What follows belongs to an exercise in optimizing a design on an open flow for small area and a short achievable clock period; a production flow would make more cautious choices.
RTL that was checked went through simulation tests only; none was proved equivalent to the original.
Power and IR drop assume default switching activity.

==> flow/design.v (excerpt) <==
module instruction_queue
(
  input  logic                clock,
  input  logic                reset,
  input  logic                flush,
  input  logic                fill_valid,
  output logic                fill_ready,
  input  logic [31:0]         fill_data,
  input  logic [FCNT_W-1:0]   fill_count,
  output logic [WINDOW_BYTES*8-1:0] instruction,
  output logic [CNT_W-1:0]    bytes_available,
  input  logic                consume_valid,
  input  logic [LEN_W-1:0]    consume_length,
  output logic                consume_error
);
  logic [QUEUE_DEPTH*8-1:0] mem_q;
  logic [PTR_W-1:0]  head_q;
  logic [7:0]        hhi_q;        
  logic [7:0]        hhi2_q;       
  logic [3:0]        hlo_q;        
  logic [CNT_W-1:0]  count_q;
  logic [QUEUE_DEPTH-1:0] vld_q;   
  logic              ready_q;
  logic              cerr_q;
  logic              fill_ok;
  logic              cons_ok;
  logic [3:0]        fc_ge;        
  logic [4:1]        fc_dec;       
  logic [3:0]        fmask;        
  logic [PTR_W-1:0]  tail_q;       
  logic [QUEUE_DEPTH-1:0] tail_dec;
  logic [3:0]        trot;         
  logic [31:0]       fill_rot;
  logic [QUEUE_DEPTH-1:0] we;
  ...
For scale: ~2300 cells after synthesis, roughly 330 flip-flops.
==> flow/config.mk <==
export PLATFORM = sky130hd
export DESIGN_NAME = instruction_queue
export DESIGN_NICKNAME = instruction_queue
export VERILOG_FILES = /design/flow/design.v
export SDC_FILE = /design/flow/constraint.sdc
export NUM_CORES = 4
export LEC_CHECK = 0
export CAP_MARGIN = 20
export CORE_MARGIN = 2
export CORE_UTILIZATION = 50
export SETUP_SLACK_MARGIN = 2.45
export SLEW_MARGIN = 20
export TNS_END_PERCENT = 0
==> flow/constraint.sdc <==
create_clock -name core_clock -period 6.0 [get_ports {clock}]
set_input_delay 1.2000 -clock core_clock [delete_from_list [all_inputs] [get_ports {clock}]]
set_output_delay 1.2000 -clock core_clock [all_outputs]
set_load 0.01 [all_outputs]
standard.sh (not shown) runs the stock make flow with config.mk's settings and CLKGATE_MAP_FILE= SYNTH_SCRIPT=/design/flow/synth_recipe.tcl, a recipe that flattens the netlist after the stock synthesis.
==> flow/flow/run.sh <==
#!/bin/bash
# The standard layout (the standard.sh, standard synthesis unchanged),
# with one change: the input and output port buffers are buf_4 cells
# instead of the cell buffer_ports picks on its own.
set -euo pipefail
export BUFFER_PORTS_ARGS="-buffer_cell sky130_fd_sc_hd__buf_4"
bash standard.sh synth > log_synth.txt 2>&1
bash standard.sh finish > log_layout.txt 2>&1
test -f out/final.def
Next try:
Settings changed: CORE_UTILIZATION 50 to 60.
After rerunning: The new run produced a clean layout. Routed wire length went down by a few percent. Critical path depth went up by 1. Clock power went down by roughly a tenth. Worst hold slack is about the same. Synthesized area stays the same. Worst setup slack improved by 0.0065 ns. Clock skew is about the same.

---

Setup of trial 7:
The RTL this note starts from:
==> flow/design.v <==
package instruction_queue_pkg;
  localparam int QUEUE_DEPTH  = 32;
  localparam int WINDOW_BYTES = 16;
  localparam int FILL_BYTES   = 4;
  localparam int PTR_W  = 5;
  localparam int CNT_W  = 6;
  localparam int LEN_W  = 5;
  localparam int FCNT_W = 3;
  localparam int PERF_W = 16;
  function automatic logic [PERF_W-1:0] sat_inc(
    input logic [PERF_W-1:0] v
  );
    sat_inc = (&v) ? v : v + 1'b1;
  endfunction
endpackage
import instruction_queue_pkg::*;
module instruction_queue_window
(
  input  logic [QUEUE_DEPTH*8-1:0]  buffer,
  input  logic [PTR_W-1:0]   head,
  input  logic [CNT_W-1:0]   count,
  output logic [WINDOW_BYTES*8-1:0] window
);
  logic [23*8-1:0] s1;
  logic [19*8-1:0] s2;
  always_comb begin
    for (int j = 0; j < 23; j++)
      s1[8*j +: 8] = buffer[8*PTR_W'(PTR_W'(j) + {head[4:3], 3'b000}) +: 8];
    for (int j = 0; j < 19; j++)
      s2[8*j +: 8] = head[2] ? s1[8*(j+4) +: 8] : s1[8*j +: 8];
    for (int i = 0; i < WINDOW_BYTES; i++) begin
      window[8*(WINDOW_BYTES-1-i) +: 8] =
          ({8{(head[1:0] == 2'd0) && (CNT_W'(i) < count)}} & s2[8*(i+0) +: 8])
        | ({8{(head[1:0] == 2'd1) && (CNT_W'(i) < count)}} & s2[8*(i+1) +: 8])
        | ({8{(head[1:0] == 2'd2) && (CNT_W'(i) < count)}} & s2[8*(i+2) +: 8])
        | ({8{(head[1:0] == 2'd3) && (CNT_W'(i) < count)}} & s2[8*(i+3) +: 8]);
    end
  end
endmodule
import instruction_queue_pkg::*;
module instruction_queue
(
  input  logic                clock,
  input  logic                reset,
  input  logic                flush,
  input  logic                fill_valid,
  output logic                fill_ready,
  input  logic [31:0]         fill_data,
  input  logic [FCNT_W-1:0]   fill_count,
  output logic [WINDOW_BYTES*8-1:0] instruction,
  output logic [CNT_W-1:0]    bytes_available,
  input  logic                consume_valid,
  input  logic [LEN_W-1:0]    consume_length,
  output logic                consume_error
);
  logic [QUEUE_DEPTH*8-1:0] mem_q;
  logic [PTR_W-1:0]  head_q;
  logic [CNT_W-1:0]  count_q;
  logic              cerr_q;
  logic [PTR_W-1:0]  tail;
  logic              fill_ok;
  logic              cons_ok;
  logic [31:0]       fill_rot;
  logic [QUEUE_DEPTH-1:0] we;
  assign tail       = head_q + count_q[PTR_W-1:0];
  assign fill_ready = count_q <= CNT_W'(QUEUE_DEPTH - FILL_BYTES);
  assign fill_ok = fill_valid & fill_ready
                 & (fill_count != '0) & (fill_count <= 3'd4);
  assign cons_ok = consume_valid & (consume_length != '0)
                 & ({1'b0, consume_length} <= count_q);
  always_ff @(posedge clock) begin
    if (reset | flush) begin
      head_q  <= '0;
      count_q <= '0;
      cerr_q  <= 1'b0;
    end else begin
      head_q  <= head_q + (cons_ok ? consume_length : 5'd0);
      count_q <= count_q + (fill_ok ? {3'b000, fill_count} : 6'd0)
                         - (cons_ok ? {1'b0, consume_length} : 6'd0);
      cerr_q  <= consume_valid & ~cons_ok;
    end
  end
  always_comb begin
    for (int r = 0; r < 4; r++)
      fill_rot[8*r +: 8] = fill_data[8*2'(2'(r) - tail[1:0]) +: 8];
    for (int k = 0; k < QUEUE_DEPTH; k++)
      we[k] = fill_ok & (PTR_W'(PTR_W'(k) - tail) < {2'b00, fill_count});
  end
  always_ff @(posedge clock) begin
    for (int k = 0; k < QUEUE_DEPTH; k++)
      if (we[k]) mem_q[8*k +: 8] <= fill_rot[8*(k%4) +: 8];
  end
  instruction_queue_window u_window (
    .buffer (mem_q),
    .head   (head_q),
    .count  (count_q),
    .window (instruction)
  );
  assign bytes_available = count_q;
  assign consume_error   = cerr_q;
endmodule
Settings: LEC_CHECK=0, CAP_MARGIN=20, CORE_MARGIN=2, CORE_UTILIZATION=40, SLEW_MARGIN=20; clock period 6.0 ns.
run.sh (not shown) runs the stock make flow with config.mk's settings and CLKGATE_MAP_FILE= SYNTH_SCRIPT=/design/flow/synth_recipe.tcl, a recipe that flattens the netlist after the stock synthesis.
Stock flow here: none of the scripts above is used.
Edits applied to the flow inputs when going from trial 7 to trial 53:
- an added SETUP_SLACK_MARGIN of 2.5
## What came out
- In the metrics for trial 7 and trial 53, the one carrying the lower clock share of power is trial 53.
- Trial 53 against trial 7: sequential portion of the cell area has decreased; number of buffers outside the clock class in the layout has increased.
No run of this note included a check of the RTL's function; only the layout flow was run.

## what the ideal ports hide
The flow's constraints put no driver on any port. The routed layouts listed below were extracted and timed again, unchanged, in two steps. Step 1 assumes that a clkbuf_16 drives the clock port and a buf_2 every other input. Step 2, shift: input delay + t, output delay - t, t = (earliest + latest rising clock arrival at the registers) / 2. This alone moves slack from input paths to output paths. Slacks: ideal ports / drivers / drivers and shift; pairs: ideal ports / drivers.
| run | t, ns | setup WS [ns] | worst setup path at the end | clock arrival spread, ns |
|---|---|---|---|---|
| the first run of note 1 | 0.611 | 2.237 / 2.175 / 1.919 | input to register | 0.028 / 0.029 |
| the second run of note 1 | 0.596 | 2.243 / 2.183 / 1.784 | input to register | 0.026 / 0.026 |
| trial 7 | 0.635 | 0.567 / 0.506 / 1.141 | register to output | 0.021 / 0.021 |
| trial 53 | 0.655 | 1.600 / 1.535 / 1.866 | input to register | 0.061 / 0.061 |
After both steps every run listed still meets setup and hold. For the second run of note 1, which loses most, drivers alone change the setup slack by -0.060 ns; drivers and shift together by -0.459 ns.
